Source: an optimization exercise on an open RTL-to-GDS flow (aim: small area). Production flows keep margins and buffers that such runs may drop. Only simulation tests tie the RTL to the original design; equivalence was not proved. No driver is modelled on the clock port, so clocking that relies on it looks cheaper here than on a real chip.

== red ==
Design conv_core, start of the top module:
module conv_core (
  input  wire                                  clk,
  input  wire                                  rst_n,
  input  wire [16-1:0]               ifmap_dat,
  input  wire                                  ifmap_vld,
  input  wire [16-1:0]              weights_dat,
  input  wire                                  weights_vld,
  output wire [4*32-1:0]  ofmap_dat,
  output wire                                  ofmap_vld
);
  localparam integer D  = 11;    
  localparam integer NS = 7;     
  reg  [3:0]   widx;           
  reg          wloaded;        
  reg  [15:0]  wr0 [0:3];
  reg  [15:0]  wr1 [0:3];
  reg  [15:0]  wr2 [0:3];
  reg  [15:0]  wr3 [0:3];
  always @(posedge clk or negedge rst_n) begin
    if (!rst_n) begin
      widx    <= 4'd0;
      wloaded <= 1'b0;
    end else if (weights_vld) begin
      widx <= widx + 4'd1;
      if (widx == 4'd15) wloaded <= 1'b1;
    end
  end
  reg  [15:0]  dl_d [0:D-1];
  reg  [D-1:0] dl_v;
  integer k;
  always @(posedge clk) begin
    dl_d[0] <= ifmap_dat;
    for (k = 1; k < D; k = k + 1) dl_d[k] <= dl_d[k-1];
  end
  always @(posedge clk or negedge rst_n) begin
  ...
Size in the first run: about 4900 cells after synthesis, roughly 170 I/O pins, about 74000 sq um of cells after synthesis.
clock: 10.0 ns
lec_check: 0
cap_margin: 20
core_margin: 2
core_utilization: 70
cts_cluster_diameter: 75
cts_cluster_size: 32
slew_margin: 20
synth_hierarchical: 1
synth_minimum_keep_size: 0
standard.sh (not shown) runs the stock make flow with config.mk's settings and CLKGATE_MAP_FILE= SYNTH_SCRIPT=/design/flow/synth_recipe.tcl, a recipe that flattens the netlist after the stock synthesis.
==> flow/flow/run.sh <==
#!/bin/bash
set -e
cp standard.sh standard_sh_copy.log
export CTS_ARGS="-sink_clustering_enable -repair_clock_nets -sink_clustering_size 32 -sink_clustering_max_diameter 75 -dont_use_dummy_load"
export BUFFER_PORTS_ARGS="-buffer_cell sky130_fd_sc_hd__buf_1"
bash standard.sh finish > standard_flow.log 2>&1
## Diff of input files: blue against red
Settings: swapping 32 for 26 in CTS_CLUSTER_SIZE; swapping 75 for 85 in CTS_CLUSTER_DIAMETER.
==> flow/flow/run.sh <==
#!/bin/bash
set -e
cp standard.sh standard_sh_copy.log
export CTS_ARGS="-sink_clustering_enable -repair_clock_nets -sink_clustering_size 26 -sink_clustering_max_diameter 85 -dont_use_dummy_load"
export BUFFER_PORTS_ARGS="-buffer_cell sky130_fd_sc_hd__buf_1"
bash standard.sh finish > standard_flow.log 2>&1
[summary]
Number of sinks driven by the clock tree came out exactly the same in blue and red.
Final wirelength: blue vs red, no meaningful difference
Multi-input gate share of the layout cell area of red is on par with blue.


Setup of rev 12:
conv_core again, from the RTL that the note above started with.
Settings: LEC_CHECK=0, CAP_MARGIN=20, CORE_MARGIN=2, CORE_UTILIZATION=60, CTS_CLUSTER_DIAMETER=90, CTS_CLUSTER_SIZE=24, SLEW_MARGIN=20, SYNTH_HIERARCHICAL=1, SYNTH_MINIMUM_KEEP_SIZE=0; clock period 10.0 ns.
==> flow/flow/run.sh <==
#!/bin/bash
set -e
cp standard.sh standard_sh_copy.log
export CTS_ARGS="-sink_clustering_enable -repair_clock_nets -sink_clustering_size 24 -sink_clustering_max_diameter 90 -dont_use_dummy_load"
export BUFFER_PORTS_ARGS="-buffer_cell sky130_fd_sc_hd__buf_1"
bash standard.sh RECOVER_POWER=100 MATCH_CELL_FOOTPRINT=0 finish > standard_flow.log 2>&1
What the final checks of rev 12 revealed, after a flow that finished every stage, was a layout that fails on max-capacitance violations, max-slew violations.
diff inputs: rev 12 => rev 13
==> flow/flow/run.sh <==
#!/bin/bash
set -e
cp standard.sh standard_sh_copy.log
export CTS_ARGS="-sink_clustering_enable -repair_clock_nets -sink_clustering_size 24 -sink_clustering_max_diameter 90 -dont_use_dummy_load"
export BUFFER_PORTS_ARGS="-buffer_cell sky130_fd_sc_hd__buf_1"
bash standard.sh > standard_flow.log 2>&1
--- a/flow/config.mk
+++ b/flow/config.mk
@@ -8,5 +8,5 @@
 export CAP_MARGIN = 20
 export CORE_MARGIN = 2
-export CORE_UTILIZATION = 60
+export CORE_UTILIZATION = 55
 export CTS_CLUSTER_DIAMETER = 90
 export CTS_CLUSTER_SIZE = 24
Findings:
FAIL: rev 12; every other run in rev 13 and rev 12 is clean. Rev 12 finished all stages; however, its layout fails the closing checks, the failures being max-capacitance violations, max-slew violations. Summary: with rev 12 as the reference, routability congestion estimate from global placement in rev 13 moved down by a few percent. Compare rev 13 and rev 12 | number of cells in the design after placement higher: rev 13. Per the comparison of rev 13 with rev 12, number of clock buffers in the layout went down 1, data required time of the critical path held, die footprint went up about 9%, total clock buffers created by CTS went down 1, first-pass GRT wire length went down about 0.8%. Summary of the comparison: overall global routing resource usage is lower in rev 13, relative to rev 12. Across both runs, starting utilization of the core area was lower for rev 13 than for rev 12. Diff rev 12 -> rev 13 | post-detailed-routing wire length | down slightly.

## what the ideal ports hide
The results above use ideal ports. As a check the final layouts listed here were re-extracted and re-timed, cells and wires unchanged. Step 1 sets driving cells, clkbuf_16 on the clock port and buf_2 on the other inputs (assumed; they add their load-dependent delay and slew). Step 2, shift: input delay + t, output delay - t, t = (earliest + latest rising clock arrival at the registers) / 2. This alone moves slack from input paths to output paths. Slacks: ideal / step 1 / step 2; pairs: ideal / step 1.
run | t (ns) | setup WS [ns] | hold slack, ns | worst register clock-pin slew, ns
red | 0.785 | 1.324 / 1.324 / 1.324 | 0.324 / 0.324 / 0.324 | 0.12 / 0.12
blue | 0.738 | 1.344 / 1.344 / 1.344 | 0.304 / 0.304 / 0.304 | 0.10 / 0.10
rev 12 | 0.724 | 1.065 / 1.065 / 1.065 | 0.326 / 0.326 / 0.326 | 0.09 / 0.09
rev 13 | 0.760 | 1.681 / 1.681 / 1.681 | 0.319 / 0.319 / 0.319 | 0.10 / 0.10
